Source: an optimization exercise on an open RTL-to-GDS flow (aim: small area). Production flows keep margins and buffers that such runs may drop. Where RTL was checked, it was by simulation tests only, not by an equivalence proof against the original. Function not checked in runs 2 to 4: the RTL went through the layout flow alone. Power figures rest on the tool's default switching activity, not on a simulated workload.

**flow/config.mk**
```make
export PLATFORM = sky130hd
export DESIGN_NAME = keypad_calc_top
export DESIGN_NICKNAME = keypad_calc_top
export VERILOG_FILES = /design/flow/design.v
export SDC_FILE = /design/flow/constraint.sdc
export NUM_CORES = 4
export LEC_CHECK = 0
export CAP_MARGIN = 20
export CORE_MARGIN = 10
export CORE_UTILIZATION = 35
export SLEW_MARGIN = 20
```
**flow/constraint.sdc**
```tcl
create_clock -name core_clock -period 260.0 [get_ports {clk}]
set_input_delay 52.0000 -clock core_clock [delete_from_list [all_inputs] [get_ports {clk}]]
set_output_delay 52.0000 -clock core_clock [all_outputs]
set_load 0.01 [all_outputs]
```
**flow/design.v**
```verilog
package calc_pkg;
    typedef logic [3:0] key_code_t;
    localparam key_code_t KEY_1      = 4'h0;
    localparam key_code_t KEY_2      = 4'h1;
    localparam key_code_t KEY_3      = 4'h2;
    localparam key_code_t KEY_ADD    = 4'h3;
    localparam key_code_t KEY_4      = 4'h4;
    localparam key_code_t KEY_5      = 4'h5;
    localparam key_code_t KEY_6      = 4'h6;
    localparam key_code_t KEY_SUB    = 4'h7;
    localparam key_code_t KEY_7      = 4'h8;
    localparam key_code_t KEY_8      = 4'h9;
    localparam key_code_t KEY_9      = 4'ha;
    localparam key_code_t KEY_MUL    = 4'hb;
    localparam key_code_t KEY_CLEAR  = 4'hc;
    localparam key_code_t KEY_0      = 4'hd;
    localparam key_code_t KEY_EQUALS = 4'he;
    localparam key_code_t KEY_DIV    = 4'hf;
    typedef enum logic [4:0] {
        SCAN_0   = 5'b00001,
        SCAN_1   = 5'b00010,
        SCAN_2   = 5'b00100,
        SCAN_3   = 5'b01000,
        KEY_HELD = 5'b10000
    } scan_state_t;
    typedef enum logic [2:0] {OP_NONE, OP_ADD, OP_SUB, OP_MUL, OP_DIV} calc_op_t;
    localparam int OPERAND_W        = 32;
    localparam int RESULT_W         = 54;
    localparam int BCD_DIGITS       = 16;
    localparam int SCAN_TICK_CYCLES = 64;    
endpackage
module keypad_scanner (
    input  logic       clk,
    input  logic       reset_p,
    input  logic [3:0] row,
    output logic [3:0] col,
    output logic [3:0] key_value,
    output logic       key_valid,
    output logic [5:0] tc,           
    output logic       cap,          
    output logic [3:0] cap_code      
);
    logic [1:0] cidx;
    logic [1:0] rlow;
    logic       tick;
    logic       row_any;
    assign tick    = &tc;
    assign row_any = |row;
    assign rlow    = row[0] ? 2'd0 : row[1] ? 2'd1 : row[2] ? 2'd2 : 2'd3;
    assign col     = 4'b0001 << cidx;
    assign cap     = tick & ~key_valid & row_any;
    assign cap_code = {rlow, cidx};
    always_ff @(posedge clk or posedge reset_p) begin
        if (reset_p) begin
            tc        <= '0;
            cidx      <= '0;
            key_valid <= 1'b0;
            key_value <= '0;
        end else begin
            tc <= tc + 1'b1;
            if (tick) begin
                if (!key_valid) begin
                    if (row_any) begin
                        key_valid <= 1'b1;
                        key_value <= cap_code;
                    end else begin
                        cidx <= cidx + 1'b1;
                    end
                end else if (!row_any) begin
                    key_valid <= 1'b0;
                    cidx      <= '0;
                end
            end
        end
    end
endmodule
module calc_core (
    input  logic        clk,
    input  logic        reset_p,
    input  logic [5:0]  tc,
    input  logic        cap,
    input  logic [3:0]  cap_code,
    input  logic [3:0]  key_value,
    output logic [53:0] result,
    output logic [63:0] result_bcd,
    output logic        result_ready
);
    logic k_dig, k_clr, k_op, k_eq;
    assign k_op  = (cap_code[1:0] == 2'd3);
    assign k_clr = (cap_code == 4'hc);
    assign k_eq  = (cap_code == 4'he);
    assign k_dig = ~k_op & ~k_clr & ~k_eq;
    logic [3:0] dval;
    always_comb begin
        case (key_value[3:2])
            2'd0:    dval = {2'b00, key_value[1:0]} + 4'd1;
            2'd1:    dval = {2'b00, key_value[1:0]} + 4'd4;
            2'd2:    dval = {2'b00, key_value[1:0]} + 4'd7;
            default: dval = 4'd0;
        endcase
    end
    logic        second, ev, fv, ent;
    logic [1:0]  op;       
    logic [1:0]  ph;
    logic [31:0] E, F;
    logic [53:0] R;
    logic [63:0] D;
    logic op_key, eq_key;
    assign op_key = cap & k_op & ~second;
    assign eq_key = cap & k_eq & second;
    logic       p1d, p2d, p3d;
    logic [1:0] ec;
    logic       dbit;
    logic [2:0] et;
    assign dbit = (tc[4:2] == 3'd0) & dval[tc[1:0]];
    assign et   = {2'b00, p1d} + {2'b00, p3d} + {2'b00, dbit} + {1'b0, ec};
    always_ff @(posedge clk) begin
        p1d <= ent & E[0] & ev;
        p2d <= p1d;
        p3d <= p2d;
        ec  <= ent ? et[2:1] : 2'd0;
    end
    logic        ph1, ph2, ph3, step, xfer, bcd_step, first;
    logic        is_div, is_mul, last;
    logic        abit, bz;
    logic        sel_r, lsb, m, inv, r_en;
    logic [53:0] X, Y, sum;
    logic        q;
    assign ph1      = (ph == 2'd1);
    assign ph2      = (ph == 2'd2);
    assign ph3      = (ph == 2'd3);
    assign step     = ph1 & ~tc[5];
    assign xfer     = ph1 & tc[5] & is_div;
    assign bcd_step = (ph2 & tc[5]) | (ph3 & (tc < 6'd22));
    assign first    = (tc[4:0] == 5'd0);
    assign last     = (tc[4:0] == 5'd31);
    assign is_div   = (op == 2'd3);
    assign is_mul   = (op == 2'd2);
    assign abit     = F[~tc[4:0]] & fv;
    assign bz       = ~ev | (E == 32'd0);
    always_comb begin
        sel_r = 1'b1;
        lsb   = 1'b0;
        m     = 1'b0;
        inv   = 1'b0;
        r_en  = 1'b0;
        if (step) begin
            sel_r = ~first;
            r_en  = 1'b1;
            if (is_div) begin
                lsb = abit;
                m   = ev;
                inv = first | ~R[53];
            end else if (is_mul) begin
                m   = abit & ev;
            end else begin
                lsb = abit;
                m   = last & ev;
                inv = last & op[0];
            end
        end else if (xfer) begin
            sel_r = ~first;
            lsb   = D[31] & ~bz;
            r_en  = 1'b1;
        end else if (bcd_step) begin
            lsb  = R[53];
            r_en = 1'b1;
        end
    end
    assign X   = {R[52:0] & {53{sel_r}}, lsb};
    assign Y   = {{22{inv}}, ({32{m}} & E) ^ {32{inv}}};
    assign sum = X + Y + {53'd0, inv};
    assign q   = ~sum[53];
    logic [63:0] d_next;
    bin_to_bcd u_dd (
        .d      (D),
        .adj    (bcd_step),
        .bit_in (step ? q : (bcd_step & R[53])),
        .d_next (d_next)
    );
    always_ff @(posedge clk) begin
        if (ent)
            E <= {et[0], E[31:1]};
        if (op_key) begin
            F  <= E;
            fv <= ev;
            op <= cap_code[3:2];
        end
        if (r_en)
            R <= sum;
        if (ph1 | ph2 | bcd_step)
            D <= d_next;
    end
    always_ff @(posedge clk or posedge reset_p) begin
        if (reset_p) begin
            second <= 1'b0;
            ev     <= 1'b0;
            ent    <= 1'b0;
            ph     <= 2'd0;
        end else begin
            if (cap & k_dig)
                ent <= 1'b1;
            else if (last)
                ent <= 1'b0;
            if (ent & last)
                ev <= 1'b1;
            else if ((cap & k_clr) | op_key | (ph1 & (&tc)))
                ev <= 1'b0;
            if (op_key)
                second <= 1'b1;
            else if (eq_key)
                second <= 1'b0;
            if (eq_key)
                ph <= 2'd1;
            else if (ph1 & (&tc))
                ph <= 2'd2;
            else if (ph2 & (&tc))
                ph <= 2'd3;
            else if (result_ready)
                ph <= 2'd0;
        end
    end
    assign result_ready = ph3 & (tc == 6'd22);
    assign result       = R;
    assign result_bcd   = D;
endmodule
module bin_to_bcd (
    input  logic [63:0] d,
    input  logic        adj,
    input  logic        bit_in,
    output logic [63:0] d_next
);
    logic [63:0] a;
    always_comb begin
        for (int i = 0; i < 16; i++) begin
            if (adj && d[4*i +: 4] >= 4'd5)
                a[4*i +: 4] = d[4*i +: 4] + 4'd3;
            else
                a[4*i +: 4] = d[4*i +: 4];
        end
    end
    assign d_next = {a[62:0], bit_in};
endmodule
module keypad_calc_top (
    input  logic        clk,
    input  logic        reset_p,
    input  logic [3:0]  row,
    output logic [3:0]  col,
    output logic [3:0]  key_value,
    output logic        key_valid,
    output logic [53:0] result,
    output logic [63:0] result_bcd,
    output logic        result_ready
);
    logic [5:0] tc;
    logic       cap;
    logic [3:0] cap_code;
    keypad_scanner u_scanner (
        .clk       (clk),
        .reset_p   (reset_p),
        .row       (row),
        .col       (col),
        .key_value (key_value),
        .key_valid (key_valid),
        .tc        (tc),
        .cap       (cap),
        .cap_code  (cap_code)
    );
    calc_core u_calc (
        .clk          (clk),
        .reset_p      (reset_p),
        .tc           (tc),
        .cap          (cap),
        .cap_code     (cap_code),
        .key_value    (key_value),
        .result       (result),
        .result_bcd   (result_bcd),
        .result_ready (result_ready)
    );
endmodule
```
**flow/run.sh**
```bash
#!/bin/bash
# synth_recipe.tcl (not shown) runs the flow's synth.tcl, then flattens the netlist and writes it again
# the make line also repeats each setting of config.mk as NAME=value (left out here)
make -C /OpenROAD-flow-scripts/flow DESIGN_CONFIG=/design/flow/config.mk WORK_HOME=/design/flow/orfs CLKGATE_MAP_FILE= SYNTH_SCRIPT=/design/flow/synth_recipe.tcl finish
```
==> results of run 1 <==
## through the flow
step           utilization  hold slack, ns
4_1_cts              0.430           0.343
5_1_grt              0.431           0.338
2_1_floorplan            -           0.310
3_5_place_dp         0.405           0.330
6_report             0.431           0.332
3_3_place_gp         0.405           0.313
## layout by cell type, fill, tap and decap left out, types with 5 or more instances in the layout
| cell | instances |
|---|---|
| and3_1 | 7 |
| o21bai_1 | 15 |
| nand3_1 | 37 |
| xnor2_1 | 81 |
| nor2_1 | 62 |
| or4_1 | 16 |
| mux2i_1 | 7 |
| clkinv_2 | 7 |
| xor2_1 | 18 |
| ha_1 | 98 |
| dfxtp_1 | 5 |
| nand4_1 | 17 |
| and2_1 | 57 |
| o21ai_0 | 111 |
| nand2_1 | 102 |
| a31oi_1 | 8 |
| dfrtp_1 | 18 |
| clkbuf_16 | 25 |
| edfxtp_1 | 185 |
| o211ai_1 | 9 |
| inv_1 | 97 |
| clkdlybuf4s50_1 | 133 |
| nor2b_1 | 10 |
| mux4_2 | 8 |
| a211oi_1 | 7 |
| nand2b_1 | 8 |
| mux2_2 | 5 |
| a21o_1 | 21 |
| nor3_1 | 23 |
| a21oi_1 | 97 |
| buf_4 | 7 |
| or2_2 | 7 |
| bufinv_16 | 7 |
| nor4_1 | 12 |
| clkinv_1 | 5 |
## layer usage
layer | track usage | part of all wire
met1 | 0.196 | 0.49
met2 | 0.217 | 0.43
met3 | 0.0241 | 0.058
met4 | 0.0298 | 0.015
met5 | 0 | 0
## power breakdown
group	internal [mW]	switching (mW)
clock	0.0245	0.0141
sequential	0.0359	0
combinational	0.0000766	0.0000971
total	0.0605	0.0142
## layout make-up
cell class                 instances  area, um^2  share of cell area
multi-input combinational        924        6470               0.408
clock buffer                      26         629              0.0397
inverter                          98         368              0.0232
clock inverter                    20         284              0.0179
tap                              468         586              0.0370
timing repair buffer             141        1400              0.0886
sequential                       208        6110               0.385
## worst register-to-register path, delay by kind of cell (launching register included)
kind                     cells  cell delay, ns
AO/OA/AOI/OAI               10            2.92
adder cells (fa/ha/maj)      3            1.07
buffers and inverters        2            1.02
flip-flops                   1            0.82
AND/OR/NAND/NOR              2            0.29
XOR/XNOR                     1            0.23
## registers in the layout, indices dropped and copies added (netlist names)
signal and cells:
u_calc.fv 1, u_calc.ec 2, u_calc.p2d 1, u_calc.ev 1, u_calc.ph 2, u_scanner.cidx 2
u_calc.R 54, u_scanner.key_value 4, u_calc.second 1, u_calc.p3d 1, u_calc.E 32, u_calc.D 64
u_calc.ent 1, u_calc.F 32, u_scanner.tc 6, u_calc.p1d 1, u_calc.op 2, u_scanner.key_valid 1
## synth_stat cells, types with 5 or more instances
cell type  number  share of area
and3_1          7         0.0033
xor2_1         18          0.012
dfxtp_1         5         0.0076
or2_2           7         0.0033
nand3_1        37          0.014
a21o_1         22          0.013
a31oi_1         8         0.0038
mux4_2          8          0.014
inv_1          97          0.028
or4_1          16         0.0092
nand4_1        17         0.0081
clkbuf_1       38          0.011
o211ai_1        9         0.0052
nand2b_1        8         0.0038
and2_1         57          0.027
nor3_1         23         0.0088
mux2_2          5         0.0043
xnor2_1        81          0.054
edfxtp_1      185           0.42
o21ai_0       111          0.042
nor2_1         63          0.018
a211oi_1        7         0.0040
a21oi_1        99          0.038
o21bai_1       15         0.0086
ha_1           98          0.094
nor2b_1        10         0.0048
dfrtp_1        18          0.034
mux2i_1         7         0.0053
nor4_1         12         0.0057
nand2_1       104          0.030
## how the worst min path moves through the flow
stage	start	end	slack, ns	depth (start not counted)
floorplan	u_calc.p2d	u_calc.p3d	0.31	0
global placement	u_calc.p2d	u_calc.p3d	0.31	0
detailed placement	u_calc.p2d	u_calc.p3d	0.33	0
CTS	u_calc.p2d	u_calc.p3d	0.34	0
global route	u_calc.p2d	u_calc.p3d	0.34	0
finish	u_calc.p2d	u_calc.p3d	0.33	0
## cell families after synthesis
group | after synthesis
flip-flops | 208
AND/OR/NAND/NOR | 374
XOR/XNOR | 99
buffers and inverters | 141
adder cells (fa/ha/maj) | 101
multiplexers | 20
AO/OA/AOI/OAI | 330
==> results.cfg, run 1 <==
[status]
outcome = finished clean

[setup_path]
r2r-end = u_calc.R[44]
cp_top_family = buffers and inverters
critical_path.cell_chain = inv_1 > ha_1 > nand4_1 > inv_1 > clkdlybuf4s50_1
critPathRequiredTime_ns = 208.00
worstSetupStartpointType = register
setup.worst_path.class = register to output pin
worstSetupPathDepth = 5
critical_path.endpoint_type = output pin
slack_of_the_worst_reg_to_reg_path_ns = 253.40
worst_r2r_path_depth = 18
cpMaxStageDelayCell = dfrtp_1
critical-path-top-cell-by-count = inv_1
cp_data_arrival_time_ns = 2.55
timing.rr.start = u_scanner.tc[0]
worst-path-max-fanout = 15
cp_num_buf_inv = 3
setup.worst_path.end = result_ready
start_point_of_the_critical_path = u_scanner.tc[0]
crit_path_max_incr_delay_ns = 0.82

[timing]
final_hold_viol_count = 0
total_count_of_max_transition_violations_in_the_final_report = 0
min_period_over_period = 0.210
relSlewSlack = 0.376
worst-slew-pin-transition_ns = 0.934
skew_ns = 0.0134
finalCriticalPeriod_ns = 54.55
fmaxAchievable_mhz = 18.3
timing.setup.tns_ns = 0
rsz0062_at_grt = false
count_of_final_setup_violators = 0
postLayoutSetupSlackWorst_ns = 205.45

[route]
drcViolationCount = 0
drt_iter0_markers = 749
drt-pass1-iter-count = 5
drt-wirelength-per-cell_um = 17.1
vias_per_cell = 5.22
route.vias.total = 9847
antenna_left = 0
routed_wl_um = 32300

[global_routing]
grt_util_all_layers = 0.138
grt_antenna_before_repair = 0
grt_start_max_net_pins = 66
via_count_of_the_first_global_routing_pass = 9703
grt_overflow_total = 0
first_pass_grt_wire_length_um = 51800

[yosys]
synth_simple_gate_area_share = 0.144
netlist_instances = 1273
syn_area_um2 = 13100
synthXorXnorAreaFrac = 0.0662
synth-warning-count = 3
synth.area.mux_share = 0.0234
dominant_combinational_cell_family_by_area_after_synthesis = compound AO/OA/AOI/OAI gates
post_synthesis_area_per_instance_um2 = 10.3
synth_edf_count = 185
synth-compound-area-share = 0.161
post_synthesis_adder_cell_area_fraction = 0.0981
postSynthRegisterBits = 208
ys_types = 78
post_syn_nets = 1380
synth_flop_cell = edfxtp_1
seq_area_frac_synth = 0.466
ys_async_rst_share = 0.0865

[layout]
layout.cells.non_filler = 1885
finalInstanceArea_um2 = 15800
ant_diodes = 0
fillCellCount = 3510
areaGrowthSynthToFinish_pct = 20.9
drive_gt1_frac = 0.0663
final_layout_net_count = 1505

[place]
placed_standard_cell_area_um2 = 14900
placed_cells = 1838
pre_cts_slack_ns = 205.33
dp.final_hpwl_um = 23300
globalplace.congestion = 0.871
portBuffers = 133

[clocking]
cts.hold.buffers_added = 0
cts_max_level = 1
ctsLongestPathBuffers = 3
ctsResizeCount = 0
cts_tree = done
clkTransAtPathRegs_ns = 0.06
clock-root-buffer = clkbuf_16
clock_insertion_delay_worst_skew_ns = 0.54
cts_inserted_buffers = 25
cts.sink_count = 208
post-cts-setup-buffers = 0

[power]
vdd_drop_max_v = 0.00000421
powerDensity_nw_per_um2 = 4.72
power_mw = 0.0747
total_leakage_power_nw = 6.17

[run]
max_cap_viol_count = 0

[worst_hold_path]
min_delay_path_class = register to register

[die]
chipHeight_um = 214
initial_utilization = 0.356
std_cell_rows = 70
fp.dieArea_um2 = 45600
coreArea_um2 = 36800
ioPinCount = 134
fp.dieW_um = 214
==> run 2, diff against run 1 <==
--- a/flow/design.v
+++ b/flow/design.v
@@ -131,7 +131,7 @@
     assign ph3      = (ph == 2'd3);
     assign step     = ph1 & ~tc[5];
     assign xfer     = ph1 & tc[5] & is_div;
-    assign bcd_step = (ph2 & tc[5]) | (ph3 & (tc < 6'd22));
+    assign bcd_step = ph2 | (ph3 & (tc < 6'd44));
     assign first    = (tc[4:0] == 5'd0);
     assign last     = (tc[4:0] == 5'd31);
     assign is_div   = (op == 2'd3);
@@ -150,7 +150,7 @@
             if (is_div) begin
                 lsb = abit;
                 m   = ev;
-                inv = first | ~R[53];
+                inv = first | ~R[33];
             end else if (is_mul) begin
                 m   = abit & ev;
             end else begin
@@ -160,24 +160,36 @@
             end
         end else if (xfer) begin
             sel_r = ~first;
-            lsb   = D[31] & ~bz;
+            lsb   = D[15] & ~bz;
             r_en  = 1'b1;
         end else if (bcd_step) begin
             lsb  = R[53];
-            r_en = 1'b1;
-        end
-    end
-    assign X   = {R[52:0] & {53{sel_r}}, lsb};
+            r_en = ~tc[0];
+        end
+    end
+    assign X   = {R[52:33], R[32:0] & {33{sel_r}}, lsb};
     assign Y   = {{22{inv}}, ({32{m}} & E) ^ {32{inv}}};
-    assign sum = X + Y + {53'd0, inv};
-    assign q   = ~sum[53];
-    logic [63:0] d_next;
+    logic [54:0] cy;
+    always_comb begin
+        cy[0] = inv;
+        for (int i = 0; i < 54; i++) begin
+            sum[i]    = X[i] ^ Y[i] ^ cy[i];
+            cy[i + 1] = (X[i] & Y[i]) | (cy[i] & (X[i] ^ Y[i]));
+        end
+    end
+    assign q   = ~sum[33];
+    logic [31:0] d_half;
+    logic        d_cy, cf, kill;
     bin_to_bcd u_dd (
-        .d      (D),
+        .d      (D[31:0]),
         .adj    (bcd_step),
-        .bit_in (step ? q : (bcd_step & R[53])),
-        .d_next (d_next)
+        .bit_in (step ? q : (bcd_step & (tc[0] ? cf : R[53]))),
+        .d_next (d_half),
+        .carry  (d_cy)
     );
+    assign kill = ph1 & tc[5];
+    always_ff @(posedge clk)
+        cf <= d_cy;
     always_ff @(posedge clk) begin
         if (ent)
             E <= {et[0], E[31:1]};
@@ -188,8 +200,8 @@
         end
         if (r_en)
             R <= sum;
-        if (ph1 | ph2 | bcd_step)
-            D <= d_next;
+        if (ph1 | bcd_step)
+            D <= {d_half[31:17], d_half[16] & ~kill, d_half[15:0], D[63:32]};
     end
     always_ff @(posedge clk or posedge reset_p) begin
         if (reset_p) begin
@@ -220,26 +232,31 @@
                 ph <= 2'd0;
         end
     end
-    assign result_ready = ph3 & (tc == 6'd22);
+    assign result_ready = ph3 & (tc == 6'd44);
     assign result       = R;
     assign result_bcd   = D;
 endmodule
 module bin_to_bcd (
-    input  logic [63:0] d,
+    input  logic [31:0] d,
     input  logic        adj,
     input  logic        bit_in,
-    output logic [63:0] d_next
-);
-    logic [63:0] a;
-    always_comb begin
-        for (int i = 0; i < 16; i++) begin
-            if (adj && d[4*i +: 4] >= 4'd5)
-                a[4*i +: 4] = d[4*i +: 4] + 4'd3;
-            else
-                a[4*i +: 4] = d[4*i +: 4];
-        end
-    end
-    assign d_next = {a[62:0], bit_in};
+    output logic [31:0] d_next,
+    output logic        carry
+);
+    logic [31:0] a;
+    always_comb begin
+        for (int i = 0; i < 8; i++) begin
+            logic a3, a2, a1, a0, ge5;
+            {a3, a2, a1, a0} = d[4*i +: 4];
+            ge5 = adj & (a3 | (a2 & (a1 | a0)));
+            a[4*i + 3] = ge5 | a3;
+            a[4*i + 2] = ge5 ? a3 & a0 : a2;
+            a[4*i + 1] = ge5 ? (a3 ? ~a0 : a1 & a0) : a1;
+            a[4*i + 0] = ge5 ^ a0;
+        end
+    end
+    assign d_next = {a[30:0], bit_in};
+    assign carry  = a[31];
 endmodule
 module keypad_calc_top (
     input  logic        clk,
--- a/flow/config.mk
+++ b/flow/config.mk
@@ -8,4 +8,5 @@
 export CAP_MARGIN = 20
 export CORE_MARGIN = 10
 export CORE_UTILIZATION = 35
+export CTS_BUF_LIST = sky130_fd_sc_hd__clkbuf_4
 export SLEW_MARGIN = 20
==> run 2 against run 1 <==
Still clean on timing, DRC and antenna. First-iteration DRC count fell by 44%. Sequential power rose by 9.5%. Sequential cell count rose by 1. Clock skew rose by 0.041 ns. Critical path depth did not move. Register-to-register slack got worse by 17 ns. Setup slack got worse by 0.23 ns. Power rose by 2.2%. Synthesized cell count fell by 40%. Sequential share of layout area rose by 9.9 points. Die area fell by 21%. Hold slack barely moved. Critical path type unchanged.
==> results.cfg, run 2 <==
[status]
outcome = finished clean

[timing]
min_period_over_period = 0.211
worst-slew-pin-transition_ns = 0.803
finalCriticalPeriod_ns = 54.78
fmaxAchievable_mhz = 18.3
timing.setup.tns_ns = 0
count_of_final_setup_violators = 0
total_count_of_max_transition_violations_in_the_final_report = 0
relSlewSlack = 0.465
rsz0062_at_grt = false
skew_ns = 0.0546
final_hold_viol_count = 0

[yosys]
ys_async_rst_share = 0.0861
netlist_instances = 767
synth_edf_count = 185
post_synthesis_area_per_instance_um2 = 13.1
synth_flop_cell = edfxtp_1
ys_top_cells_by_count = 185 x edfxtp_1, 95 x nand2_1, 84 x inv_1, 54 x fa_1, 36 x nor2_1
synthTopCellsByArea = edfxtp_1 55%, fa_1 11%, dfrtp_1 4.5%
seq_area_frac_synth = 0.608
cell_taking_the_most_area_after_synthesis = edfxtp_1
ys_types = 54
synth-warning-count = 3
yosys.cell_count.top_type = edfxtp_1
yosys.area.top_type_share = 0.551
postSynthRegisterBits = 209
post_syn_nets = 837
syn_area_um2 = 10100

[power]
power_mw = 0.0764
vdd_drop_max_v = 0.00000309
powerDensity_nw_per_um2 = 6.04
total_leakage_power_nw = 4.85

[setup_path]
critPathRequiredTime_ns = 208.00
worstSetupStartpointType = register
setup.worst_path.class = register to output pin
worst-path-max-fanout = 18
critical_path.endpoint_type = output pin
cp_data_arrival_time_ns = 2.78

[die]
chipHeight_um = 190
fp.dieW_um = 190
initial_utilization = 0.353
ioPinCount = 134
std_cell_rows = 62
coreArea_um2 = 28500
fp.dieArea_um2 = 36000

[route]
dr_wl_met2_um = 10300
met1_length_um = 10500
vias_per_cell = 4.66
routed_wl_um = 22800
drt_iter0_markers = 421
route.vias.total = 6392
drt-wirelength-per-cell_um = 16.6
routed.top_layer = met4
drt-pass1-iter-count = 6
drcViolationCount = 0
antenna_left = 0
met3RoutedLength_um = 1520

[clocking]
clock-root-buffer = clkbuf_4
cts_inserted_buffers = 59
clock_insertion_delay_worst_skew_ns = 0.68
ctsResizeCount = 0
cts.sink_count = 209
cts_tree = done
cts.hold.buffers_added = 0
clkTransAtPathRegs_ns = 0.06
ctsLongestPathBuffers = 3
cts_max_level = 2
post-cts-setup-buffers = 0

[global_routing]
grt_overflow_total = 0
grt_util_all_layers = 0.126
via_count_of_the_first_global_routing_pass = 6675
grt_start_max_net_pins = 65
first_pass_grt_wire_length_um = 36900
grt_antenna_before_repair = 0

[layout]
layout.cells.non_filler = 1372
layout_common_cells = 185 x edfxtp_1, 133 x clkdlybuf4s50_1, 94 x nand2_1, 94 x clkbuf_4, 84 x inv_1
areaGrowthSynthToFinish_pct = 25.5
final_layout_net_count = 1007
largest_registers = u_calc.D (64), u_calc.R (54)
layout_commonest_cell = edfxtp_1
top_register = u_calc.D
postLayoutCoreUtil = 0.443
largest_reg_flops = 64
drive_gt1_frac = 0.158
finalInstanceArea_um2 = 12600

[place]
portBuffers = 133
globalplace.congestion = 0.804
placed_cells = 1260
placed_standard_cell_area_um2 = 11800
dp.final_hpwl_um = 15600

[worst_hold_path]
min_delay_path_class = register to register

[run]
max_cap_viol_count = 0
==> run 2: final cells by class <==
class / instances / area, um^2
clock buffer: 94 / 706
fill: 2683 / 15900
timing repair buffer: 143 / 1410
antenna: 2 / 5.00
inverter: 86 / 323
clock inverter: 16 / 115
sequential: 209 / 6130
tap: 384 / 480
multi-input combinational: 438 / 3490
==> run 2: stage by stage <==
| step | hold WS, ns | setup slack (ns) |
|---|---|---|
| global placement | 0.312 | 205.93 |
| finish | 0.332 | 205.22 |
| CTS | 0.338 | 205.15 |
| floorplan | 0.310 | 205.64 |
| global route | 0.343 | 205.04 |
| detailed placement | 0.324 | 205.89 |
==> run 2: per-layer routing <==
metal,global-route usage,vias to the layer above
met2,0.195,181
li1,-,3029
met3,0.0375,44
met1,0.168,3138
met5,0,-
met4,0.0379,0
==> run 2: cell families after synthesis <==
group	count (synthesis)	share of synthesized area
DFF	209	0.608
muxes	16	0.0227
and+or+nand+nor	213	0.101
buffers and inverters	120	0.0489
xor gates and xnor gates	38	0.0330
AOI/OAI and AO/OA	107	0.0670
adders and majority gates	64	0.120
==> run 2: final timing paths <==
kind	startpoint	to	slack, ns	depth (start not counted)
max	u_scanner.tc[0]	result_ready	205.22	5
min	u_calc.p2d	u_calc.p3d	0.33	0
max reg2reg	u_scanner.tc[0]	u_calc.R[53]	236.22	64
min reg2reg	u_calc.p2d	u_calc.p3d	0.33	0
max in group asynchronous	reset_p	u_scanner.key_value[2]	207.77	2
min in group asynchronous	reset_p	u_scanner.key_valid	51.74	2
==> run 2: report_power, final <==
part	internal (mW)	leakage (nW)	switching (mW)
Sequential	0.0378	2.11	0.00155
Clock	0.0183	0.487	0.0139
Combinational	0.00279	2.24	0.00200
==> run 2: critical path: stages, from the launching register on <==
cell and delay [ns]:
dfrtp_1 0.67, inv_2 0.23, ha_1 0.17, nand2b_1 0.08, nor3_1 0.33, clkdlybuf4s50_1 0.64
==> run 3, diff against run 2 <==
--- a/flow/config.mk
+++ b/flow/config.mk
@@ -8,5 +8,5 @@
 export CAP_MARGIN = 20
 export CORE_MARGIN = 10
 export CORE_UTILIZATION = 35
-export CTS_BUF_LIST = sky130_fd_sc_hd__clkbuf_4
+export CTS_BUF_LIST = sky130_fd_sc_hd__clkbuf_8
 export SLEW_MARGIN = 20
==> run 3 against run 2 <==
Still clean. Wire length up 0.87%. First-iteration DRC count down 0.24%. Utilization decreased by 0.30 points. Non-clock buffer count unchanged. Critical path type unchanged.
==> results.cfg, run 3 <==
[status]
outcome = finished clean

[die]
ioPinCount = 134
coreArea_um2 = 28500
initial_utilization = 0.353
fp.dieW_um = 190
chipHeight_um = 190
fp.dieArea_um2 = 36000
std_cell_rows = 62

[route]
drt-wirelength-per-cell_um = 17.3
antenna_left = 0
routed_wl_um = 23000
route.vias.total = 6284
drt_iter0_markers = 420
drt-pass1-iter-count = 5
vias_per_cell = 4.72
drcViolationCount = 0

[place]
placed_standard_cell_area_um2 = 11800
pre_cts_slack_ns = 205.89
portBuffers = 133
placed_cells = 1260
globalplace.congestion = 0.804
dp.final_hpwl_um = 15600

[power]
comb_power_share = 0.065
net-switching-power_mw = 0.0176
netSwitchingFraction = 0.236
clock_power_share = 0.409
total_leakage_power_nw = 4.78
proportion_of_power_drawn_by_flip_flops_and_latches = 0.526
vdd_drop_max_v = 0.00000503
power_mw = 0.0748
powerDensity_nw_per_um2 = 5.96
power_report.internal_total_mw = 0.0572

[timing]
skew_ns = 0.0422
finalCriticalPeriod_ns = 54.67
rsz0062_at_grt = false
total_count_of_max_transition_violations_in_the_final_report = 0
count_of_final_setup_violators = 0
timing.setup.tns_ns = 0
fmaxAchievable_mhz = 18.3
relSlewSlack = 0.468
final_hold_viol_count = 0
whs_ns = 0.334
min_period_over_period = 0.210
worst-slew-pin-transition_ns = 0.798
postLayoutSetupSlackWorst_ns = 205.33

[layout]
layout_commonest_cell = edfxtp_1
layout.cells.non_filler = 1330
areaGrowthSynthToFinish_pct = 24.6
final_layout_net_count = 986
top_register = u_calc.D
largest_registers = u_calc.D (64), u_calc.R (54)
layout_common_cells = 185 x edfxtp_1, 133 x clkdlybuf4s50_1, 98 x inv_1
ant_diodes = 0
largest_reg_flops = 64
finalInstanceArea_um2 = 12600
postLayoutCoreUtil = 0.440
drive_gt1_frac = 0.112

[setup_path]
crit_path_max_incr_delay_ns = 0.67
cp_data_arrival_time_ns = 2.67
setup.worst_path.class = register to output pin
critical_path.cell_chain = inv_2 > ha_1 > nand2b_1 > nor3_1 > clkdlybuf4s50_1
cpMaxStageDelayCell = dfrtp_1
cp_num_buf_inv = 2
worstSetupStartpointType = register
critical_path.endpoint_type = output pin
worst-path-max-fanout = 18
cp_top_family = buffers and inverters
critPathRequiredTime_ns = 208.00

[global_routing]
first_pass_grt_wire_length_um = 37000
grt_util_all_layers = 0.127
via_count_of_the_first_global_routing_pass = 6525
grt_antenna_before_repair = 0
grt_start_max_net_pins = 65
grt_overflow_total = 0

[yosys]
ys_top_cells_by_count = 185 x edfxtp_1, 95 x nand2_1, 84 x inv_1, 54 x fa_1, 36 x nor2_1
synthTopCellsByArea = edfxtp_1 55%, fa_1 11%, dfrtp_1 4.5%
postSynthRegisterBits = 209
ys_async_rst_share = 0.0861
ys_types = 54
synth-warning-count = 3
cell_taking_the_most_area_after_synthesis = edfxtp_1
synth_flop_cell = edfxtp_1
post_synthesis_area_per_instance_um2 = 13.1
yosys.area.top_type_share = 0.551
syn_area_um2 = 10100
synth_edf_count = 185
yosys.cell_count.top_type = edfxtp_1
post_syn_nets = 837
seq_area_frac_synth = 0.608
netlist_instances = 767

[clocking]
cts.hold.buffers_added = 0
cts_max_level = 2
clock_insertion_delay_worst_skew_ns = 0.55
ctsResizeCount = 0
cts_tree = done
cts_inserted_buffers = 38
cts.sink_count = 209
clkTransAtPathRegs_ns = 0.07
clock-root-buffer = clkbuf_8
ctsLongestPathBuffers = 3
post-cts-setup-buffers = 0

[worst_hold_path]
min_delay_path_class = register to register

[run]
max_cap_viol_count = 0
==> run 3: worst reg2reg max path, delay by kind of cell, from the launching register on <==
kind | cells | cell delay (ns)
adder cells (fa/ha/maj) | 54 | 20.90
AO/OA/AOI/OAI | 3 | 0.51
AND/OR/NAND/NOR | 2 | 0.54
buffers and inverters | 3 | 0.51
flip-flops | 1 | 0.86
XOR/XNOR | 2 | 0.26
==> run 3: cell type report <==
cell class              instances  area (um^2)
fillers                      2677        16000
well taps                     384          480
multi-input cells             438         3490
repair buffers                143         1410
clock inverters                29          176
inverters                      86          323
clock buffers                  41          564
flip-flops and latches        209         6130
==> run 3: worst paths after layout <==
kind | start | endpoint | slack (ns) | cells after the start
max in group asynchronous | reset_p | u_calc.ent | 207.66 | 2
worst min register to register | u_calc.p2d | u_calc.p3d | 0.33 | 0
min in group asynchronous | reset_p | u_scanner.tc[0] | 51.87 | 2
worst max-delay path | u_scanner.tc[0] | result_ready | 205.33 | 5
worst min-delay path | u_calc.p2d | u_calc.p3d | 0.33 | 0
worst max register to register | u_scanner.tc[0] | u_calc.R[53] | 236.11 | 64
==> run 3: per-layer routing <==
| metal | vias to the layer above | global-route usage | part of all wire |
|---|---|---|---|
| met5 | - | 0 | 0 |
| met4 | 0 | 0.0360 | 0.016 |
| met3 | 31 | 0.0335 | 0.064 |
| met2 | 183 | 0.198 | 0.45 |
| met1 | 3119 | 0.172 | 0.47 |
| li1 | 2951 | - | - |
==> run 3: cell families after synthesis <==
group / Yosys count / share of synthesized area
compound gates: 107 / 0.0670
xor+xnor: 38 / 0.0330
fa+ha+maj: 64 / 0.120
buf+inv: 120 / 0.0489
flops: 209 / 0.608
mux: 16 / 0.0227
simple gates: 213 / 0.101
==> run 3: power groups by stage <==
stage               Sequential (mW)  Combinational, mW  Clock [mW]
global route                 0.0396            0.00517      0.0334
CTS                          0.0394            0.00487      0.0317
global placement             0.0400            0.00479           0
finish                       0.0394            0.00483      0.0306
detailed placement           0.0401            0.00485           0
floorplan                    0.0401            0.00143           0
==> run 4, diff against run 3 <==
==> flow/flow/run.sh (new file) <==
#!/bin/bash
# The standard layout (the standard.sh, standard synthesis unchanged),
# with two placement/CTS arguments changed:
#  - port buffers use the smallest buffer cell instead of clkdlybuf4s50_1
#  - clock tree: clkbuf_8 buffers, larger sink clusters, no dummy loads
set -euo pipefail
export BUFFER_PORTS_ARGS="-buffer_cell sky130_fd_sc_hd__buf_1"
export CTS_ARGS="-sink_clustering_enable -repair_clock_nets -dont_use_dummy_load -buf_list sky130_fd_sc_hd__clkbuf_8 -sink_clustering_size 30"
bash standard.sh > standard_flow.log 2>&1
==> flow/standard.sh (new file) <==
#!/bin/bash
# synth_recipe.tcl (not shown) runs the flow's synth.tcl, then flattens the netlist and writes it again
# the make line also repeats each setting of config.mk as NAME=value (left out here)
make -C /OpenROAD-flow-scripts/flow DESIGN_CONFIG=/design/flow/config.mk WORK_HOME=/design/flow/orfs CLKGATE_MAP_FILE= SYNTH_SCRIPT=/design/flow/synth_recipe.tcl "${@:-finish}"
--- a/flow/config.mk
+++ b/flow/config.mk
@@ -8,5 +8,4 @@
 export CAP_MARGIN = 20
 export CORE_MARGIN = 10
 export CORE_UTILIZATION = 35
-export CTS_BUF_LIST = sky130_fd_sc_hd__clkbuf_8
 export SLEW_MARGIN = 20
removed: flow/run.sh
==> run 4 against run 3 <==
Critical path depth stayed put. Non-clock buffer count stayed put. Via count is 1.3% lower. Utilization is 3.6 points lower. First-iteration DRC count is 3.8% lower. Sequential power hardly changed. Synthesized cell count stayed put. Critical path type unchanged. Critical endpoint unchanged. Final cell count is 2.3% lower. Highest routed layer unchanged. Clock power is 18% lower. Maximum frequency is 0.89% higher. Wire length is 4.8% lower. Global-route usage is 0.76 points lower. Largest cell class unchanged.
==> results.cfg, run 4 <==
[clocking]
cts_tree = done
cts.hold.buffers_added = 0
post-cts-setup-buffers = 0
clkTransAtPathRegs_ns = 0.05
ctsResizeCount = 0
cts_max_level = 2
cts_inserted_buffers = 39
clock_insertion_delay_worst_skew_ns = 0.53
cts.sink_count = 209
ctsLongestPathBuffers = 3
clock-root-buffer = clkbuf_8

[yosys]
post_synthesis_area_per_instance_um2 = 13.1
ys_types = 54
synth_flop_cell = edfxtp_1
yosys.cell_count.top_type = edfxtp_1
syn_area_um2 = 10100
post_syn_nets = 837
seq_area_frac_synth = 0.608
netlist_instances = 767
ys_top_cells_by_count = 185 x edfxtp_1, 95 x nand2_1, 84 x inv_1, 54 x fa_1, 36 x nor2_1
yosys.area.top_type_share = 0.551
synthTopCellsByArea = edfxtp_1 55%, fa_1 11%, dfrtp_1 4.5%
synth_edf_count = 185
ys_async_rst_share = 0.0861
synth-warning-count = 3
postSynthRegisterBits = 209
cell_taking_the_most_area_after_synthesis = edfxtp_1

[timing]
final_hold_viol_count = 0
rsz0062_at_grt = false
finalCriticalPeriod_ns = 54.19
skew_ns = 0.0585
relSlewSlack = 0.472
fmaxAchievable_mhz = 18.5
total_count_of_max_transition_violations_in_the_final_report = 0
worst-slew-pin-transition_ns = 0.792
count_of_final_setup_violators = 0
timing.setup.tns_ns = 0
whs_ns = 0.322
min_period_over_period = 0.208
postLayoutSetupSlackWorst_ns = 205.81

[setup_path]
crit_path_max_incr_delay_ns = 0.65
critical_path.endpoint_type = output pin
worst-path-max-fanout = 18
cpMaxStageDelayCell = dfrtp_1
setup.worst_path.class = register to output pin
critical_path.cell_chain = inv_2 > ha_1 > nand2b_1 > nor3_1 > buf_1
worstSetupStartpointType = register
worst_r2r_path_depth = 64
cp_data_arrival_time_ns = 2.19
slack_of_the_worst_reg_to_reg_path_ns = 236.22
critPathRequiredTime_ns = 208.00

[route]
drt-pass1-iter-count = 4
vias_per_cell = 4.78
drt_iter0_markers = 404
antenna_left = 0
routed_wl_um = 21900
drcViolationCount = 0
drt-wirelength-per-cell_um = 16.8
route.vias.total = 6203

[power]
power_mw = 0.0678
powerDensity_nw_per_um2 = 5.88
total_leakage_power_nw = 4.30
vdd_drop_max_v = 0.00000310

[die]
fp.dieW_um = 190
fp.dieArea_um2 = 36000
chipHeight_um = 190
coreArea_um2 = 28500
initial_utilization = 0.353
ioPinCount = 134
std_cell_rows = 62

[layout]
ant_diodes = 0
layout.cells.non_filler = 1299
areaGrowthSynthToFinish_pct = 14.4
largest_reg_flops = 64
layout_commonest_cell = edfxtp_1
layout_common_cells = 185 x edfxtp_1, 133 x buf_1, 94 x nand2_1
largest_registers = u_calc.D (64), u_calc.R (54)
final_layout_net_count = 987
drive_gt1_frac = 0.106
top_register = u_calc.D

[worst_hold_path]
holdPathStages = 0
min_delay_path_class = register to register

[place]
pre_cts_slack_ns = 206.31
dp.final_hpwl_um = 15200
portBuffers = 133
globalplace.congestion = 0.797
placed_cells = 1260

[global_routing]
grt_start_max_net_pins = 65
grt_util_all_layers = 0.119
grt_overflow_total = 0
via_count_of_the_first_global_routing_pass = 6426
first_pass_grt_wire_length_um = 34800
grt_antenna_before_repair = 0

[status]
outcome = finished clean

[run]
max_cap_viol_count = 0
-- run 4: cell count changes in the layout (fill, tap and decap cells not counted), sizes merged --
cell and delta:
buf +133, clkdlybuf4s50 -133, inv -15, clkinv -10
bufinv -2, clkbuf -2, clkinvlp -2
-- run 4: layer usage --
metal | GRT usage | wire length (um) | vias up
li1 | - | - | 2923
met1 | 0.162 | 10100 | 3060
met2 | 0.181 | 9790 | 178
met3 | 0.0348 | 1550 | 42
met4 | 0.0366 | 437 | 0
met5 | 0 | 0 | -
-- run 4: final timing paths --
kind / startpoint / to
max reg2reg: u_scanner.tc[0] / u_calc.R[53]
max in group asynchronous: reset_p / u_scanner.key_value[1]
max: u_scanner.tc[0] / result_ready
min in group asynchronous: reset_p / u_scanner.cidx[1]
min reg2reg: u_calc.p2d / u_calc.p3d
min: u_calc.p2d / u_calc.p3d
-- run 4: logic make-up after synthesis --
group | after synthesis | synth area share
simple gates | 213 | 0.101
flops | 209 | 0.608
buf+inv | 120 | 0.0489
compound gates | 107 | 0.0670
fa+ha+maj | 64 | 0.120
xor+xnor | 38 | 0.0330
mux | 16 | 0.0227
-- run 4: power by group --
part	total [mW]	leakage, nW	switching (mW)	internal, mW
sequential	0.0395	2.11	0.00164	0.0379
combinational	0.00315	1.91	0.00196	0.00118
clock	0.0252	0.280	0.0120	0.0132
total	0.0678	4.30	0.0156	0.0522
-- run 4: cell type report --
type | instances | area, um^2
fillers | 2780 | 17000
flip-flops and latches | 209 | 6130
multi-input cells | 438 | 3490
repair buffers | 143 | 578
clock buffers | 39 | 537
well taps | 384 | 480
inverters | 86 | 323
-- run 4: worst max-delay path, delay by kind of cell, from the launching register on --
kind                       cells  cell delay [ns]
adders and majority gates      1             0.16
and+or+nand+nor                2             0.41
DFF                            1             0.65
buffers and inverters          2             0.44
-- run 4: through the flow --
stage / cell area [um^2] / utilization
finish: 11500 / 0.404
global route: 11500 / 0.404
CTS: 11500 / 0.404
detailed placement: 11000 / 0.385
global placement: 11000 / 0.385
floorplan: 10100 / -
==> run 5, diff against run 4 <==
--- a/flow/design.v
+++ b/flow/design.v
@@ -174,7 +174,7 @@
         cy[0] = inv;
         for (int i = 0; i < 54; i++) begin
             sum[i]    = X[i] ^ Y[i] ^ cy[i];
-            cy[i + 1] = (X[i] & Y[i]) | (cy[i] & (X[i] ^ Y[i]));
+            cy[i + 1] = (X[i] & Y[i]) | (X[i] & cy[i]) | (Y[i] & cy[i]);
         end
     end
     assign q   = ~sum[33];
@@ -250,8 +250,8 @@
             {a3, a2, a1, a0} = d[4*i +: 4];
             ge5 = adj & (a3 | (a2 & (a1 | a0)));
             a[4*i + 3] = ge5 | a3;
-            a[4*i + 2] = ge5 ? a3 & a0 : a2;
-            a[4*i + 1] = ge5 ? (a3 ? ~a0 : a1 & a0) : a1;
+            a[4*i + 2] = (a2 & ~ge5) | (adj & a3 & a0);
+            a[4*i + 1] = (a1 & (~ge5 | a0)) | (adj & a3 & ~a0);
             a[4*i + 0] = ge5 ^ a0;
         end
     end
==> flow/flow/run.sh (replaced) <==
#!/bin/bash
# Standard layout (the standard.sh, standard synthesis unchanged) with
# smaller port buffers and a leaner clock tree. Tool output: standard_flow.log
# here and the ORFS logs under orfs/logs.
set -euo pipefail
export BUFFER_PORTS_ARGS="-buffer_cell sky130_fd_sc_hd__buf_1"
export CTS_ARGS="-sink_clustering_enable -repair_clock_nets -dont_use_dummy_load -buf_list sky130_fd_sc_hd__clkbuf_16 -sink_clustering_size 30 -sink_clustering_max_diameter 80"
bash standard.sh > standard_flow.log 2>&1
--- a/flow/config.mk
+++ b/flow/config.mk
@@ -7,5 +7,5 @@
 export LEC_CHECK = 0
 export CAP_MARGIN = 20
 export CORE_MARGIN = 10
-export CORE_UTILIZATION = 35
+export CORE_UTILIZATION = 70
 export SLEW_MARGIN = 20
==> run 5 against run 4 <==
Critical path depth stayed put. Maximum frequency about the same. Wire length decreased by 13%. Final area down 7.3%. Final cell count decreased by 24%. Via count shrank 6.9%. Hold slack better by 0.019 ns. Non-clock buffer count stayed put. Die area decreased by 47%. Critical endpoint unchanged. Highest routed layer unchanged.
==> results.cfg, run 5 <==
[status]
outcome = finished clean

[yosys]
synth_edf_count = 185
cell_taking_the_most_area_after_synthesis = edfxtp_1
synthTopCellsByArea = edfxtp_1 57%, fa_1 11%, dfrtp_1 4.6%
ys_top_cells_by_count = 185 x edfxtp_1, 81 x inv_1, 54 x fa_1, 50 x nand2_1, 45 x a21oi_1
post_syn_nets = 754
synth_flop_cell = edfxtp_1
synth-warning-count = 3
yosys.cell_count.top_type = edfxtp_1
ys_types = 54
netlist_instances = 676
postSynthRegisterBits = 209
post_synthesis_area_per_instance_um2 = 14.4
yosys.area.top_type_share = 0.571
seq_area_frac_synth = 0.629
syn_area_um2 = 9730
ys_async_rst_share = 0.0861

[place]
dp.final_hpwl_um = 13800
portBuffers = 133
globalplace.congestion = 0.854
pre_cts_slack_ns = 206.17
placed_cells = 976

[route]
vias_per_cell = 5.85
drcViolationCount = 0
drt-wirelength-per-cell_um = 19.3
drt-pass1-iter-count = 5
route.vias.total = 5773
routed_wl_um = 19100
drt_iter0_markers = 417
antenna_left = 0

[timing]
final_hold_viol_count = 0
whs_ns = 0.342
total_count_of_max_transition_violations_in_the_final_report = 0
postLayoutSetupSlackWorst_ns = 205.78
worst-slew-pin-transition_ns = 0.848
min_period_over_period = 0.209
fmaxAchievable_mhz = 18.4
count_of_final_setup_violators = 0
relSlewSlack = 0.434
skew_ns = 0.0345
timing.setup.tns_ns = 0
finalCriticalPeriod_ns = 54.22
rsz0062_at_grt = false

[die]
chipHeight_um = 138
coreArea_um2 = 13800
std_cell_rows = 43
fp.dieW_um = 138
initial_utilization = 0.707
fp.dieArea_um2 = 19000
ioPinCount = 134

[power]
vdd_drop_max_v = 0.00000514
powerDensity_nw_per_um2 = 4.98
total_leakage_power_nw = 3.64

[layout]
layout_common_cells = 185 x edfxtp_1, 133 x buf_1, 81 x inv_1
fillCellCount = 876
top_register = u_calc.D
largest_registers = u_calc.D (64), u_calc.R (54)
drive_gt1_frac = 0.0843
final_layout_net_count = 887
layout_commonest_cell = edfxtp_1
largest_reg_flops = 64
layout.cells.non_filler = 987
areaGrowthSynthToFinish_pct = 9.89
ant_diodes = 0

[clocking]
clock-root-buffer = clkbuf_16
clkTransAtPathRegs_ns = 0.10
post-cts-setup-buffers = 0
cts.sink_count = 209
clock_insertion_delay_worst_skew_ns = 0.46
ctsResizeCount = 0
cts_inserted_buffers = 11
cts_tree = done
cts_max_level = 1
cts.hold.buffers_added = 0
ctsLongestPathBuffers = 3

[setup_path]
critical_path.cell_chain = inv_1 > ha_1 > nand2b_1 > nor3_1 > buf_1
critPathRequiredTime_ns = 208.00
worstSetupStartpointType = register
crit_path_max_incr_delay_ns = 0.70
worst_r2r_path_depth = 64
slack_of_the_worst_reg_to_reg_path_ns = 240.14
setup.worst_path.class = register to output pin
critical_path.endpoint_type = output pin
cpMaxStageDelayCell = dfrtp_1
worst-path-max-fanout = 20
cp_data_arrival_time_ns = 2.22
r2r-end = u_calc.R[52]
timing.rr.start = u_scanner.tc[0]

[worst_hold_path]
holdPathStages = 0
min_delay_path_class = register to register
hold_start = u_calc.p2d
holdPathEnd = u_calc.p3d

[run]
max_cap_viol_count = 0

[global_routing]
grt_antenna_before_repair = 0
via_count_of_the_first_global_routing_pass = 5884
grt_start_max_net_pins = 65
grt_util_all_layers = 0.205
first_pass_grt_wire_length_um = 30900
grt_overflow_total = 0
==> run 5: cell types whose count changed after synthesis, sizes merged, moves of 9 or more <==
cell and change:
nor2 -23, o21ai +10, nand2 -75, a21oi +40
nor3 +9, xor2 -31
==> run 5: where the power goes <==
group,total [mW],leakage (nW),internal [mW],switching [mW]
clock,0.0170,0.136,0.00764,0.00934
combinational,0.000258,1.86,0.0000938,0.000162
sequential,0.0360,1.65,0.0360,0.0000362
total,0.0533,3.64,0.0437,0.00954
==> run 5: worst max-delay path by stage <==
stage,startpoint,to,cells past startpoint
after floorplan,row[1],u_calc.ev,6
after global placement,row[0],u_calc.F[20],7
after detailed placement,row[0],u_calc.F[20],7
after CTS,u_scanner.tc[0],result_ready,5
after global routing,u_scanner.tc[0],result_ready,5
final,u_scanner.tc[0],result_ready,5
==> run 5: per-layer routing <==
layer | global-route usage | routed length (um)
met1 | 0.289 | 8080
met2 | 0.328 | 9080
met3 | 0.0373 | 1580
met4 | 0.0516 | 335
met5 | 0 | 0
==> run 5: cell type report <==
class | instances | area, um^2 | share of cell area
Clock buffer | 11 | 275 | 0.0257
Inverter | 81 | 304 | 0.0284
Multi-Input combinational cell | 363 | 3190 | 0.298
Sequential cell | 209 | 6130 | 0.573
Tap cell | 180 | 225 | 0.0211
Timing Repair Buffer | 143 | 574 | 0.0537
==> run 5: logic make-up after synthesis <==
logic type / Yosys count / synth area share
flip-flops: 209 / 0.629
AO/OA/AOI/OAI: 149 / 0.103
AND/OR/NAND/NOR: 120 / 0.0595
buffers and inverters: 104 / 0.0441
adder cells (fa/ha/maj): 72 / 0.134
multiplexers: 17 / 0.0247
XOR/XNOR: 5 / 0.00450
==> run 5: worst max-delay path, delay by kind of cell (launching register included) <==
kind	cells	cell delay, ns
DFF	1	0.70
buffers and inverters	2	0.48
and+or+nand+nor	2	0.40
adders and majority gates	1	0.18
==> run 5: through the flow <==
stage                util  total power [mW]  instance area [um^2]
CTS                 0.776            0.0537                 10700
finish              0.776            0.0533                 10700
global placement    0.756            0.0370                 10400
global route        0.776            0.0548                 10700
floorplan               -            0.0369                  9730
detailed placement  0.756            0.0371                 10400
==> run 6, diff against run 5 <==
==> flow/flow/run.sh (replaced) <==
#!/bin/bash
# Standard layout (the standard.sh, standard synthesis unchanged) with
# smaller port buffers and a leaner clock tree. Tool output: standard_flow.log
# here and the ORFS logs under orfs/logs.
set -euo pipefail
export BUFFER_PORTS_ARGS="-buffer_cell sky130_fd_sc_hd__buf_1"
export CTS_ARGS="-sink_clustering_enable -repair_clock_nets -dont_use_dummy_load -buf_list sky130_fd_sc_hd__clkbuf_8 -sink_clustering_size 20 -sink_clustering_max_diameter 60"
bash standard.sh > standard_flow.log 2>&1
==> run 6 against run 5 <==
Die area did not move. Global-route usage is 0.23 points lower. Non-clock buffer count unchanged. Clock power fell by 15%. Synthesized area unchanged. Highest routed layer unchanged. First-iteration DRC count fell by 2.6%.
==> results.cfg, run 6 <==
[status]
outcome = finished clean

[route]
vias_per_cell = 5.77
drcViolationCount = 0
antenna_left = 0
drt_iter0_markers = 406
drt-wirelength-per-cell_um = 19.1
route.vias.total = 5716
routed_wl_um = 18900
drt-pass1-iter-count = 5

[place]
globalplace.congestion = 0.854
portBuffers = 133
dp.final_hpwl_um = 13800

[die]
fp.dieArea_um2 = 19000
initial_utilization = 0.707
coreArea_um2 = 13800
ioPinCount = 134
std_cell_rows = 43
chipHeight_um = 138
fp.dieW_um = 138

[timing]
final_hold_viol_count = 0
count_of_final_setup_violators = 0
finalCriticalPeriod_ns = 54.24
whs_ns = 0.351
worst-slew-pin-transition_ns = 0.841
total_count_of_max_transition_violations_in_the_final_report = 0
min_period_over_period = 0.209
rsz0062_at_grt = false
relSlewSlack = 0.439
skew_ns = 0.0364
timing.setup.tns_ns = 0
fmaxAchievable_mhz = 18.4

[yosys]
seq_area_frac_synth = 0.629
ys_types = 54
synth_edf_count = 185
cell_taking_the_most_area_after_synthesis = edfxtp_1
ys_top_cells_by_count = 185 x edfxtp_1, 81 x inv_1, 54 x fa_1, 50 x nand2_1, 45 x a21oi_1
synth_flop_cell = edfxtp_1
ys_async_rst_share = 0.0861
post_synthesis_area_per_instance_um2 = 14.4
synth-warning-count = 3
yosys.cell_count.top_type = edfxtp_1
synthTopCellsByArea = edfxtp_1 57%, fa_1 11%, dfrtp_1 4.6%
yosys.area.top_type_share = 0.571
post_syn_nets = 754
syn_area_um2 = 9730
netlist_instances = 676
postSynthRegisterBits = 209

[clocking]
cts.sink_count = 209
ctsResizeCount = 0
clkTransAtPathRegs_ns = 0.11
post-cts-setup-buffers = 0
ctsLongestPathBuffers = 3
clock-root-buffer = clkbuf_8
cts_max_level = 1
cts_inserted_buffers = 15
cts_tree = done
clock_insertion_delay_worst_skew_ns = 0.48
cts.hold.buffers_added = 0

[layout]
areaGrowthSynthToFinish_pct = 9.18
largest_reg_flops = 64
fillCellCount = 911
layout_commonest_cell = edfxtp_1
ant_diodes = 0
postLayoutCoreUtil = 0.771
top_register = u_calc.D
layout_common_cells = 185 x edfxtp_1, 133 x buf_1, 81 x inv_1
final_layout_net_count = 891
largest_registers = u_calc.D (64), u_calc.R (54)
drive_gt1_frac = 0.0888

[setup_path]
worst-path-max-fanout = 20
cp_num_buf_inv = 2
critical_path.endpoint_type = output pin
cp_data_arrival_time_ns = 2.24
setup.worst_path.class = register to output pin
cpMaxStageDelayCell = dfrtp_1
worstSetupStartpointType = register
crit_path_max_incr_delay_ns = 0.70
critical_path.cell_chain = inv_1 > ha_1 > nand2b_1 > nor3_1 > buf_1
critPathRequiredTime_ns = 208.00
cp_top_family = flip-flops

[global_routing]
grt_start_max_net_pins = 65
grt_overflow_total = 0
grt_util_all_layers = 0.203
grt_antenna_before_repair = 0
via_count_of_the_first_global_routing_pass = 5801
first_pass_grt_wire_length_um = 30600

[power]
powerDensity_nw_per_um2 = 4.77
total_leakage_power_nw = 3.61
vdd_drop_max_v = 0.00000345

[run]
max_cap_viol_count = 0

[worst_hold_path]
min_delay_path_class = register to register
run 6: area by class of cell:
cell class,count,area (um^2),area share
timing repair buffer,143,574,0.0541
clock buffer,15,206,0.0194
sequential,209,6130,0.577
tap,180,225,0.0212
inverter,81,304,0.0286
multi-input combinational,363,3190,0.300
run 6: where the power goes:
part	internal (mW)	switching [mW]	leakage (nW)	total, mW
registers	0.0360	0.0000363	1.65	0.0360
clock network	0.00524	0.00912	0.108	0.0144
logic	0.0000938	0.000160	1.86	0.000255
total	0.0413	0.00932	3.61	0.0507
run 6: routing by layer:
| layer | vias up | track usage | share of wire |
|---|---|---|---|
| li1 | 2688 | - | - |
| met1 | 2818 | 0.290 | 0.42 |
| met2 | 187 | 0.321 | 0.48 |
| met3 | 23 | 0.0391 | 0.082 |
| met4 | 0 | 0.0440 | 0.018 |
| met5 | - | 0 | 0 |
run 6: logic make-up (layout without fill, tap and decap cells):
logic type               count (synthesis)  in the layout  synth area share
adder cells (fa/ha/maj)                 72             72             0.134
XOR/XNOR                                 5              5           0.00450
AO/OA/AOI/OAI                          149            149             0.103
flip-flops                             209            209             0.629
buffers and inverters                  104            239            0.0441
AND/OR/NAND/NOR                        120            120            0.0595
multiplexers                            17             17            0.0247
run 6: worst paths after layout:
kind	endpoint	slack, ns	cells after the start	from
setup / recovery	result_ready	205.76	5	u_scanner.tc[0]
hold / removal	u_calc.p3d	0.35	0	u_calc.p2d
setup reg to reg	u_calc.R[52]	240.18	64	u_scanner.tc[0]
hold reg to reg	u_calc.p3d	0.35	0	u_calc.p2d
max in group asynchronous	u_calc.ph[0]	207.97	2	reset_p
min in group asynchronous	u_scanner.tc[0]	51.58	2	reset_p
run 6: metrics by stage:
stage	worst slack (ns)	instance area (um^2)	instances	power (mW)
4_1_cts	205.72	10600	991	0.0512
5_1_grt	205.56	10600	991	0.0523
3_3_place_gp	206.26	10400	976	0.0370
3_5_place_dp	206.17	10400	976	0.0371
2_1_floorplan	205.38	9730	676	0.0369
6_report	205.76	10600	991	0.0507
run 6: worst register-to-register path: cells and delay by family (launching register included):
kind,cells,cell delay (ns)
buffers and inverters,6,0.97
DFF,1,0.91
and+or+nand+nor,3,0.41
adders and majority gates,53,16.69
AOI/OAI and AO/OA,2,0.59
==> run 7, diff against run 6 <==
==> flow/flow/run.sh (replaced) <==
#!/bin/bash
# Standard layout (the standard.sh) with three changes:
#  - after the standard synthesis, its combinational logic is re-mapped for
#    area by ABC (flow/resyn.tcl); registers and adder cells are untouched
#  - port buffers use the smallest buffer cell
#  - a leaner clock tree (clkbuf_8, clusters of 20, no dummy loads)
# Each tool's output goes to a log file in this folder.
set -euo pipefail
export BUFFER_PORTS_ARGS="-buffer_cell sky130_fd_sc_hd__buf_1"
export CTS_ARGS="-sink_clustering_enable -repair_clock_nets -dont_use_dummy_load -buf_list sky130_fd_sc_hd__clkbuf_8 -sink_clustering_size 20 -sink_clustering_max_diameter 60"
bash standard.sh synth > standard_synth.log 2>&1
RES=orfs/results/sky130hd/keypad_calc_top/base
cp $RES/1_2_yosys.v standard_synth.v
export RESYN_IN=$(pwd)/standard_synth.v RESYN_OUT=$(pwd)/resyn.v RESYN_SCRIPT=$(pwd)/flow/resyn.abc
$FLOW_HOME/../tools/install/yosys/bin/yosys -c flow/resyn.tcl > resyn_yosys.log 2>&1
$FLOW_HOME/../tools/install/yosys/bin/yosys -c flow/equiv.tcl > resyn_equiv.log 2>&1
! grep -q assign resyn.v
cp resyn.v $RES/1_2_yosys.v
bash standard.sh > standard_flow.log 2>&1
==> flow/flow/equiv.tcl (new file) <==
# Prove the re-mapped netlist equal to the standard synthesis (same
# registers, by name); the flow stops if it is not.
yosys -import
set lib $::env(FLOW_HOME)/platforms/sky130hd/lib/sky130_fd_sc_hd__tt_025C_1v80.lib
read_liberty -ignore_miss_func -ignore_miss_dir $lib
read_verilog $::env(RESYN_IN)
yosys rename $::env(FLOW_TOP) gold
read_verilog $::env(RESYN_OUT)
yosys rename $::env(FLOW_TOP) gate
flatten gold gate
hierarchy -check
async2sync
equiv_make gold gate equiv
hierarchy -top equiv
equiv_simple -seq 2
equiv_induct
equiv_status -assert
==> flow/flow/resyn.abc (new file) <==
&get -n
&st
&dch -f
&nf -a -R 1000
&st
&dch -f
&nf -a -R 1000
&st
&dch -f
&nf -a -R 1000
&put
==> flow/flow/resyn.tcl (new file) <==
# Re-map the combinational logic of the standard synthesis for area.
# Flip-flops, full/half adders and tie cells are kept exactly as the
# standard synthesis made them (same instances, names and cell types).
yosys -import
set lib $::env(FLOW_HOME)/platforms/sky130hd/lib/sky130_fd_sc_hd__tt_025C_1v80.lib
read_liberty -ignore_miss_func -ignore_miss_dir $lib
read_verilog $::env(RESYN_IN)
hierarchy -top $::env(FLOW_TOP)
set keep {}
foreach c [list fa_1 fa_2 fa_4 ha_1 ha_2 ha_4 conb_1] { lappend keep sky130_fd_sc_hd__$c }
# every sequential cell of the library stays a black box
foreach c {dfrtp_1 dfrtp_2 dfrtp_4 dfxtp_1 dfxtp_2 dfxtp_4 edfxtp_1 dfstp_1 dfstp_2 dfstp_4 dfrbp_1 dfrbp_2 dfsbp_1 dfsbp_2 dfxbp_1 dfxbp_2 edfxbp_1 dfbbn_1 dfbbn_2 dfbbp_1 dfrtn_1} { lappend keep sky130_fd_sc_hd__$c }
foreach c $keep { setattr -mod -set blackbox 1 $c }
flatten
# wires named after the flattened cells' pins are not names of the design
yosys rename -hide w:_*_.*
opt_clean -purge
# the platform's don't-use cells (platforms/sky130hd/config.mk)
set f [open $::env(FLOW_HOME)/platforms/sky130hd/config.mk]
set cfg [read $f]
close $f
set dont_use {}
foreach c [lsort -unique [regexp -all -inline {sky130_fd_sc_hd__(?:probe|probec|lpflow)_\w+} $cfg]] {
    lappend dont_use -dont_use $c
}
abc -liberty $lib {*}$dont_use -script $::env(RESYN_SCRIPT)
opt_clean -purge
splitnets
opt_clean -purge
hilomap -singleton -hicell sky130_fd_sc_hd__conb_1 HI -locell sky130_fd_sc_hd__conb_1 LO
# (no pass-through wires to buffer: checked by run.sh)
opt_clean -purge
stat -liberty $lib
write_verilog -noattr -nohex -nodec $::env(RESYN_OUT)
==> run 7 against run 6 <==
Still clean. Sequential share of layout area is 1.3 points higher. Power increased by 0.54%. Count of clock-buffer cells in the layout stayed put. First-iteration DRC count increased by 14%. Hold slack worse by 0.059 ns. Register-to-register slack lost 0.33 ns. Critical path type unchanged. Critical endpoint unchanged. Highest routed layer unchanged.
==> results.cfg, run 7 <==
[status]
outcome = finished clean

[layout]
ant_diodes = 0
top_register = u_calc.D
final_layout_net_count = 894
layout_common_cells = 185 x edfxtp_1, 133 x buf_1, 73 x clkinv_1
layout.cells.non_filler = 990
largest_registers = u_calc.D (64), u_calc.R (54)
largest_reg_flops = 64
finalInstanceArea_um2 = 10400
layout_commonest_cell = edfxtp_1
areaGrowthSynthToFinish_pct = 10.6
drive_gt1_frac = 0.0381

[setup_path]
setup.worst_path.class = register to output pin
critical_path.cell_chain = clkinv_1 > ha_1 > nand3b_1 > nor2_1 > buf_1
worst-path-max-fanout = 16
cp_num_buf_inv = 2
critPathRequiredTime_ns = 208.00
critical_path.endpoint_type = output pin
cp_data_arrival_time_ns = 2.29
crit_path_max_incr_delay_ns = 0.78
cp_top_family = flip-flops
cpMaxStageDelayCell = dfrtp_1
worstSetupStartpointType = register

[timing]
skew_ns = 0.0369
min_period_over_period = 0.209
whs_ns = 0.293
finalCriticalPeriod_ns = 54.29
worst-slew-pin-transition_ns = 0.882
relSlewSlack = 0.407
count_of_final_setup_violators = 0
total_count_of_max_transition_violations_in_the_final_report = 0
rsz0062_at_grt = false
timing.setup.tns_ns = 0
fmaxAchievable_mhz = 18.4
final_hold_viol_count = 0

[global_routing]
first_pass_grt_wire_length_um = 31400
grt_util_all_layers = 0.212
grt_overflow_total = 0
via_count_of_the_first_global_routing_pass = 6046
grt_start_max_net_pins = 65
grt_antenna_before_repair = 0

[route]
antenna_left = 0
vias_per_cell = 5.94
routed_wl_um = 19300
drt-wirelength-per-cell_um = 19.5
drt-pass1-iter-count = 5
route.vias.total = 5878
drt_iter0_markers = 464
drcViolationCount = 0

[run]
max_cap_viol_count = 0

[power]
power_mw = 0.0509
powerDensity_nw_per_um2 = 4.90
total_leakage_power_nw = 3.49
vdd_drop_max_v = 0.00000406

[die]
coreArea_um2 = 13200
std_cell_rows = 42
fp.dieW_um = 136
fp.dieArea_um2 = 18400
ioPinCount = 134
initial_utilization = 0.712
chipHeight_um = 136

[place]
portBuffers = 133
placed_standard_cell_area_um2 = 10200
globalplace.congestion = 0.874
placed_cells = 975
dp.final_hpwl_um = 13800

[worst_hold_path]
min_delay_path_class = register to register

[clocking]
cts_inserted_buffers = 15
cts.sink_count = 209
cts_max_level = 1
clock-root-buffer = clkbuf_8
cts.hold.buffers_added = 0
ctsLongestPathBuffers = 3
cts_tree = done
clock_insertion_delay_worst_skew_ns = 0.49
post-cts-setup-buffers = 0
clkTransAtPathRegs_ns = 0.11
ctsResizeCount = 0

[yosys]
post_synthesis_area_per_instance_um2 = 14.3
syn_area_um2 = 9390
synth-warning-count = 3
post_syn_nets = 736
netlist_instances = 658
==> run 7: routing by layer <==
layer	share of wire	wire length (um)	track usage	vias to the layer above
met5	0	0	0	-
met4	0.022	434	0.0742	0
met3	0.068	1320	0.0391	38
met2	0.50	9600	0.345	217
met1	0.41	7950	0.284	2937
li1	-	-	-	2686
==> run 7: final cells by class <==
type / count / area (um^2)
Clock buffer: 15 / 206
Fill cell: 781 / 2810
Inverter: 73 / 274
Multi-Input combinational cell: 376 / 3000
Sequential cell: 209 / 6130
Tap cell: 176 / 220
Timing Repair Buffer: 141 / 559
==> run 7: final timing paths <==
| path | cells after the start | startpoint | end | slack, ns |
|---|---|---|---|---|
| max | 5 | u_scanner.tc[0] | result_ready | 205.71 |
| min | 0 | u_calc.p2d | u_calc.p3d | 0.29 |
| max reg2reg | 67 | u_scanner.tc[0] | u_calc.R[53] | 239.85 |
| min reg2reg | 0 | u_calc.p2d | u_calc.p3d | 0.29 |
| max in group asynchronous | 2 | reset_p | u_scanner.tc[0] | 208.12 |
| min in group asynchronous | 2 | reset_p | u_calc.second | 51.49 |
==> run 7: stage by stage <==
step / setup slack (ns) / utilization
global route: 205.50 / 0.787
global placement: 205.97 / 0.772
detailed placement: 205.84 / 0.772
CTS: 205.70 / 0.787
floorplan: 205.20 / -
finish: 205.71 / 0.787
==> run 7: report_power, final <==
part | internal (mW) | total, mW | switching [mW]
registers | 0.0360 | 0.0360 | 0.0000461
clock network | 0.00524 | 0.0146 | 0.00938
logic | 0.0000854 | 0.000249 | 0.000162
total | 0.0413 | 0.0509 | 0.00959

[afterwards: timing with drivers on the ports]
How much do the figures lean on ideal ports? The routed layouts below were timed once more, with nothing changed but the port constraints. Step 1 sets driving cells, clkbuf_16 on the clock port and buf_2 on the other inputs (assumed; they add their load-dependent delay and slew). Step 2 adds t to the input delays and takes it off the output delays; t is the mean of the earliest and latest rising clock arrival at the registers after step 1. Input paths then give back, and output paths get back, about the clock's delay inside the block. a / b / c = no drivers / after step 1 / after step 2; a / b = the first two.
run | shift t [ns] | setup WS [ns] | latest minus earliest clock arrival (ns)
run 1 | 0.577 | 205.451 / 205.400 / 205.339 | 0.019 / 0.018
run 2 | 0.701 | 205.221 / 205.176 / 205.877 | 0.062 / 0.062
run 3 | 0.568 | 205.326 / 205.286 / 205.854 | 0.043 / 0.043
run 4 | 0.544 | 205.805 / 205.766 / 206.310 | 0.062 / 0.062
run 5 | 0.485 | 205.780 / 205.738 / 206.144 | 0.035 / 0.035
run 6 | 0.498 | 205.756 / 205.718 / 206.094 | 0.036 / 0.036
run 7 | 0.510 | 205.705 / 205.668 / 205.842 | 0.036 / 0.037
After both steps every run listed still meets setup and hold. The setup slack of run 1, which loses most, moves by -0.051 ns with the drivers and by -0.112 ns with both steps.
